From an optimization exercise on the open Yosys and OpenROAD flow, aimed at small area, a short achievable clock period and few clock cycles per item; shortcuts taken in it are not production practice.
The RTL was checked by simulation tests, not by an equivalence proof against the original design.
Power is estimated from default activity; no workload was simulated.

==> job 961 <==
// merge_sorter
module merge_sorter #(
    parameter int DEPTH      = ms_pkg::DEPTH_DEF,
    parameter int VALUE_BITS = ms_pkg::VALUE_BITS_DEF
) (
    input  logic                  clk,
    input  logic                  rst_n,
    input  logic                  in_valid,
    output logic                  in_ready,
    input  logic [VALUE_BITS-1:0] value,
    input  logic                  last,
    output logic                  out_valid,
    input  logic                  out_ready,
    output logic [VALUE_BITS-1:0] sorted_value,
    output logic                  final_res,
    output logic                  overflow
);
==> module merge_sorter, before the edit <==
module merge_sorter #(
    parameter int DEPTH      = ms_pkg::DEPTH_DEF,
    parameter int VALUE_BITS = ms_pkg::VALUE_BITS_DEF
) (
    input  logic                  clk,
    input  logic                  rst_n,
    input  logic                  in_valid,
    output logic                  in_ready,
    input  logic [VALUE_BITS-1:0] value,
    input  logic                  last,
    output logic                  out_valid,
    input  logic                  out_ready,
    output logic [VALUE_BITS-1:0] sorted_value,
    output logic                  final_res,
    output logic                  overflow
);
    localparam int CNT_W = $clog2(DEPTH + 1);
    localparam logic [CNT_W-1:0] DEPTH_C = CNT_W'(DEPTH);
    localparam logic [CNT_W-1:0] ONE_C   = CNT_W'(1);
    logic                  in_fire, store_ok;
    logic [CNT_W-1:0]      left;         
    logic                  left_one;     
    logic                  clr_reg;      
    logic                  drain;        
    logic                  ovf_reg;      
    localparam int RD_LO = 16;
    localparam int RD_HI = DEPTH / RD_LO;
    logic [RD_LO-1:0]      rd_lo;        
    logic [RD_HI-1:0]      rd_hi;        
    logic                  a_ins, a_fin, a_cin;
    logic [VALUE_BITS-1:0] a_px, a_pb;   
    logic                  b_ins, b_ins0, b_ins1, b_fin;
    logic [VALUE_BITS-1:0] b_px, b_pb;
    logic                  phase, ge_head, pop, pop_last;
    logic [VALUE_BITS-1:0] rd_data, head_value;
    logic                  q_valid, q_last, q_ovf;
    logic [VALUE_BITS-1:0] q_value;
    assign in_fire  = in_valid && in_ready;
    assign store_ok = (left != DEPTH_C);
    assign pop      = (drain || b_fin) && (!q_valid || out_ready);
    assign pop_last = left_one;
    ms_bank #(
        .DEPTH      (DEPTH),
        .VALUE_BITS (VALUE_BITS),
        .RD_LO      (RD_LO),
        .RD_HI      (RD_HI)
    ) u_bank (
        .clk     (clk),
        .rst_n   (rst_n),
        .phase   (phase),
        .nxt_pb  (a_pb),
        .nxt_cin (a_cin),
        .ins0    (b_ins0),
        .ins1    (b_ins1),
        .ins_px  (b_px),
        .ins_pb  (b_pb),
        .clear   (clr_reg),
        .rd_lo   (rd_lo),
        .rd_hi   (rd_hi),
        .rd_data (rd_data),
        .ge_head (ge_head)
    );
    assign head_value = (b_ins && ge_head) ? (b_px ^ {VALUE_BITS{phase}}) : rd_data;
    always_ff @(posedge clk or negedge rst_n)
    begin
        if (!rst_n)
        begin
            in_ready <= 1'b0;
            clr_reg  <= 1'b1;
            left     <= '0;
            left_one <= 1'b0;
            a_ins    <= 1'b0;
            a_fin    <= 1'b0;
            a_cin    <= 1'b0;
            b_ins    <= 1'b0;
            b_ins0   <= 1'b0;
            b_ins1   <= 1'b0;
            b_fin    <= 1'b0;
            drain    <= 1'b0;
            ovf_reg  <= 1'b0;
            q_valid  <= 1'b0;
        end
        else
        begin
            clr_reg <= pop && pop_last;
            if (clr_reg && !drain)
                in_ready <= 1'b1;
            a_ins  <= in_fire && store_ok;
            a_fin  <= in_fire && last;
            a_cin  <= phase;
            b_ins  <= a_ins;
            b_ins0 <= a_ins && phase;
            b_ins1 <= a_ins && !phase;
            b_fin  <= a_fin;
            if (in_fire && store_ok)
            begin
                left     <= left + ONE_C;
                left_one <= (left == '0);
            end
            if (in_fire)
            begin
                if (!store_ok)
                    ovf_reg <= 1'b1;
                if (last)
                    in_ready <= 1'b0;
            end
            if (b_fin)
                drain <= 1'b1;
            if (pop)
            begin
                left     <= left - ONE_C;
                left_one <= (left == CNT_W'(2));
                if (pop_last)
                begin
                    drain    <= 1'b0;
                    in_ready <= 1'b1;
                    ovf_reg  <= 1'b0;
                end
            end
            if (!q_valid || out_ready)
                q_valid <= pop;
        end
    end
    always_ff @(posedge clk)
    begin
        a_px <= value ^ {VALUE_BITS{!phase}};
        a_pb <= value ^ {VALUE_BITS{phase}};
        b_px <= a_pb;
        b_pb <= a_px;
    end
    always_ff @(posedge clk)
    begin
        if (clr_reg)
        begin
            rd_lo <= RD_LO'(1);
            rd_hi <= RD_HI'(1);
        end
        else if (pop)
        begin
            rd_lo <= {rd_lo[RD_LO-2:0], rd_lo[RD_LO-1]};
            if (rd_lo[RD_LO-1])
                rd_hi <= {rd_hi[RD_HI-2:0], 1'b0};
        end
    end
    always_ff @(posedge clk)
    begin
        if (pop)
        begin
            q_value <= head_value;
            q_last  <= pop_last;
            q_ovf   <= ovf_reg;
        end
    end
    assign out_valid    = q_valid;
    assign sorted_value = q_value;
    assign final_res    = q_last;
    assign overflow     = q_ovf;
endmodule
export LEC_CHECK = 0
export CAP_MARGIN = 20
export CORE_MARGIN = 2
export CORE_UTILIZATION = 40
export CTS_CLUSTER_DIAMETER = 100
export CTS_CLUSTER_SIZE = 20
export SLEW_MARGIN = 20
export SYNTH_HIERARCHICAL = 1
create_clock -name core_clock -period 10.0 [get_ports {clk}]
standard.sh (not shown) runs the stock make flow with config.mk's settings and CLKGATE_MAP_FILE= SYNTH_SCRIPT=/design/flow/synth_recipe.tcl, a recipe that flattens the netlist after the stock synthesis.
==> flow/flow/run.sh <==
#!/bin/bash
# Standard layout, with repair_timing aiming for more setup slack than the clock needs.
set -euo pipefail
bash standard.sh SETUP_SLACK_MARGIN=6.7 finish > standard.log 2>&1
==> job 9677 (differences from job 961) <==
--- a/flow/design.v
+++ b/flow/design.v
@@ -154,6 +154,6 @@
     logic [RD_LO-1:0]      rd_lo;        
     logic [RD_HI-1:0]      rd_hi;        
-    logic                  a_ins, a_fin, a_cin;
-    logic [VALUE_BITS-1:0] a_px, a_pb;   
+    logic [VALUE_BITS-1:0] nxt_pb;       
+    logic                  nxt_cin;      
     logic                  b_ins, b_ins0, b_ins1, b_fin;
     logic [VALUE_BITS-1:0] b_px, b_pb;
@@ -175,6 +175,6 @@
         .rst_n   (rst_n),
         .phase   (phase),
-        .nxt_pb  (a_pb),
-        .nxt_cin (a_cin),
+        .nxt_pb  (nxt_pb),
+        .nxt_cin (nxt_cin),
         .ins0    (b_ins0),
         .ins1    (b_ins1),
@@ -196,7 +196,5 @@
             left     <= '0;
             left_one <= 1'b0;
-            a_ins    <= 1'b0;
-            a_fin    <= 1'b0;
-            a_cin    <= 1'b0;
+            nxt_cin  <= 1'b1;
             b_ins    <= 1'b0;
             b_ins0   <= 1'b0;
@@ -212,11 +210,9 @@
             if (clr_reg && !drain)
                 in_ready <= 1'b1;
-            a_ins  <= in_fire && store_ok;
-            a_fin  <= in_fire && last;
-            a_cin  <= phase;
-            b_ins  <= a_ins;
-            b_ins0 <= a_ins && phase;
-            b_ins1 <= a_ins && !phase;
-            b_fin  <= a_fin;
+            nxt_cin <= phase;
+            b_ins   <= in_fire && store_ok;
+            b_ins0  <= in_fire && store_ok && phase;
+            b_ins1  <= in_fire && store_ok && !phase;
+            b_fin   <= in_fire && last;
             if (in_fire && store_ok)
             begin
@@ -248,10 +244,9 @@
         end
     end
+    assign nxt_pb = value ^ {VALUE_BITS{!phase}};
     always_ff @(posedge clk)
     begin
-        a_px <= value ^ {VALUE_BITS{!phase}};
-        a_pb <= value ^ {VALUE_BITS{phase}};
-        b_px <= a_pb;
-        b_pb <= a_px;
+        b_px <= value ^ {VALUE_BITS{!phase}};
+        b_pb <= value ^ {VALUE_BITS{phase}};
     end
     always_ff @(posedge clk)
--- a/flow/config.mk
+++ b/flow/config.mk
@@ -6,9 +6,9 @@
 export NUM_CORES = 4
 export LEC_CHECK = 0
-export CAP_MARGIN = 20
+export CAP_MARGIN = 40
 export CORE_MARGIN = 2
 export CORE_UTILIZATION = 40
 export CTS_CLUSTER_DIAMETER = 100
 export CTS_CLUSTER_SIZE = 20
-export SLEW_MARGIN = 20
+export SLEW_MARGIN = 60
 export SYNTH_HIERARCHICAL = 1
==> job 7824 (differences from job 961) <==
--- a/flow/design.v
+++ b/flow/design.v
@@ -154,6 +154,6 @@
     logic [RD_LO-1:0]      rd_lo;        
     logic [RD_HI-1:0]      rd_hi;        
-    logic                  a_ins, a_fin, a_cin;
-    logic [VALUE_BITS-1:0] a_px, a_pb;   
+    logic [VALUE_BITS-1:0] nxt_pb;       
+    logic                  nxt_cin;      
     logic                  b_ins, b_ins0, b_ins1, b_fin;
     logic [VALUE_BITS-1:0] b_px, b_pb;
@@ -175,6 +175,6 @@
         .rst_n   (rst_n),
         .phase   (phase),
-        .nxt_pb  (a_pb),
-        .nxt_cin (a_cin),
+        .nxt_pb  (nxt_pb),
+        .nxt_cin (nxt_cin),
         .ins0    (b_ins0),
         .ins1    (b_ins1),
@@ -196,7 +196,5 @@
             left     <= '0;
             left_one <= 1'b0;
-            a_ins    <= 1'b0;
-            a_fin    <= 1'b0;
-            a_cin    <= 1'b0;
+            nxt_cin  <= 1'b1;
             b_ins    <= 1'b0;
             b_ins0   <= 1'b0;
@@ -212,11 +210,9 @@
             if (clr_reg && !drain)
                 in_ready <= 1'b1;
-            a_ins  <= in_fire && store_ok;
-            a_fin  <= in_fire && last;
-            a_cin  <= phase;
-            b_ins  <= a_ins;
-            b_ins0 <= a_ins && phase;
-            b_ins1 <= a_ins && !phase;
-            b_fin  <= a_fin;
+            nxt_cin <= phase;
+            b_ins   <= in_fire && store_ok;
+            b_ins0  <= in_fire && store_ok && phase;
+            b_ins1  <= in_fire && store_ok && !phase;
+            b_fin   <= in_fire && last;
             if (in_fire && store_ok)
             begin
@@ -248,10 +244,9 @@
         end
     end
+    assign nxt_pb = value ^ {VALUE_BITS{!phase}};
     always_ff @(posedge clk)
     begin
-        a_px <= value ^ {VALUE_BITS{!phase}};
-        a_pb <= value ^ {VALUE_BITS{phase}};
-        b_px <= a_pb;
-        b_pb <= a_px;
+        b_px <= value ^ {VALUE_BITS{!phase}};
+        b_pb <= value ^ {VALUE_BITS{phase}};
     end
     always_ff @(posedge clk)
--- a/flow/config.mk
+++ b/flow/config.mk
@@ -6,9 +6,9 @@
 export NUM_CORES = 4
 export LEC_CHECK = 0
-export CAP_MARGIN = 20
+export CAP_MARGIN = 30
 export CORE_MARGIN = 2
 export CORE_UTILIZATION = 40
 export CTS_CLUSTER_DIAMETER = 100
 export CTS_CLUSTER_SIZE = 20
-export SLEW_MARGIN = 20
+export SLEW_MARGIN = 45
 export SYNTH_HIERARCHICAL = 1
==> comparison table <==
| quantity | job 9677 | job 961 | job 7824 |
|---|---|---|---|
| Sum of routed wire segments on met1 | 107000 um | 105000 um | 110000 um |
| Post-place instance area | 60800 um2 | 59500 um2 | 59600 um2 |
| Footprint of the multi-input gates | 32500 um2 | 31800 um2 | 32400 um2 |
| Summed instance area of the synthesized netlist | 57200 um2 | 57500 um2 | 57200 um2 |
| HPWL reported at the end of detailed placement | 183000 um | 185000 um | 178000 um |
| PostCTS Resize Cnt | 202 | 218 | 255 |
| Startpoint of the worst setup timing path | value[5] | rd_lo[7] | value[1] |
| Amount of wire on met2 after detailed routing | 115000 um | 120000 um | 117000 um |
| Largest stage delay on the critical path | 0.30 ns | 0.62 ns | 0.25 ns |
| Non-clock buffer count | 371 | 228 | 312 |
| Placed Instances | 7250 | 7267 | 7210 |
| Outcome | timing/DRC/antenna clean | failed layout checks | timing/DRC/antenna clean |
| Layout check failures | - | slew limit | - |
| Share of the final layout cell area in multi-input gates | 49.3% | 50.6% | 50.1% |
| Pwr/cell area | 411 nW/um2 | 426 nW/um2 | 419 nW/um2 |
| Final-layout worst hold slack | 0.454 ns | 0.327 ns | 0.458 ns |
| Reg area | 23800 um2 | 24300 um2 | 23800 um2 |
| Placeable Area | 142000 um2 | 143000 um2 | 142000 um2 |
| Number of buffers created by CTS | 68 | 69 | 68 |
| Cell mode on critical path | buf_12 | buf_4 | buf_12 |
| Syn Inst Count | 5643 | 5676 | 5643 |
| Net Sw Power | 13.3 mW | 13.3 mW | 13.4 mW |
| Fillers | 13.0k | 13.6k | 13.3k |
| Launching point of the worst reg2reg path | u_bank.phase | rd_lo[7] | rd_lo[2] |
Testbench counts of job 961, summed over its fixed seeds: cycles 12,808, items 6,212.
Testbench counts of job 9677, summed over its fixed seeds: cycles 12,616, items 6,212.
Testbench counts of job 7824, summed over its fixed seeds: cycles 12,616, items 6,212.

==> port drivers added, routing unchanged <==
In the flow no input, the clock included, has a driving cell. The finished layouts below were timed again as built, in two steps.
Step 1 sets driving cells, clkbuf_16 on the clock port and buf_2 on the other inputs (assumed; they add their load-dependent delay and slew).
Step 2 moves the port delays by t, midway between the first and last clock arrival at a register: inputs arrive t later, outputs are due t later. That takes back most of the time a late clock gives input paths.
Slacks: ideal / step 1 / step 2; pairs: ideal / step 1.
run	shift t [ns]	setup slack, ns	worst hold slack (ns)	worst data-port slew with drivers (ns)
job 961	0.788	6.512 / 6.512 / 6.249	0.327 / 0.327 / 0.327	0.09
job 9677	0.757	6.472 / 6.506 / 5.749	0.454 / 0.454 / 0.454	0.06
job 7824	0.778	6.576 / 6.585 / 5.844	0.458 / 0.458 / 0.458	0.06
For job 7824, which loses most, drivers alone change the setup slack by +0.009 ns; drivers and shift together by -0.732 ns.
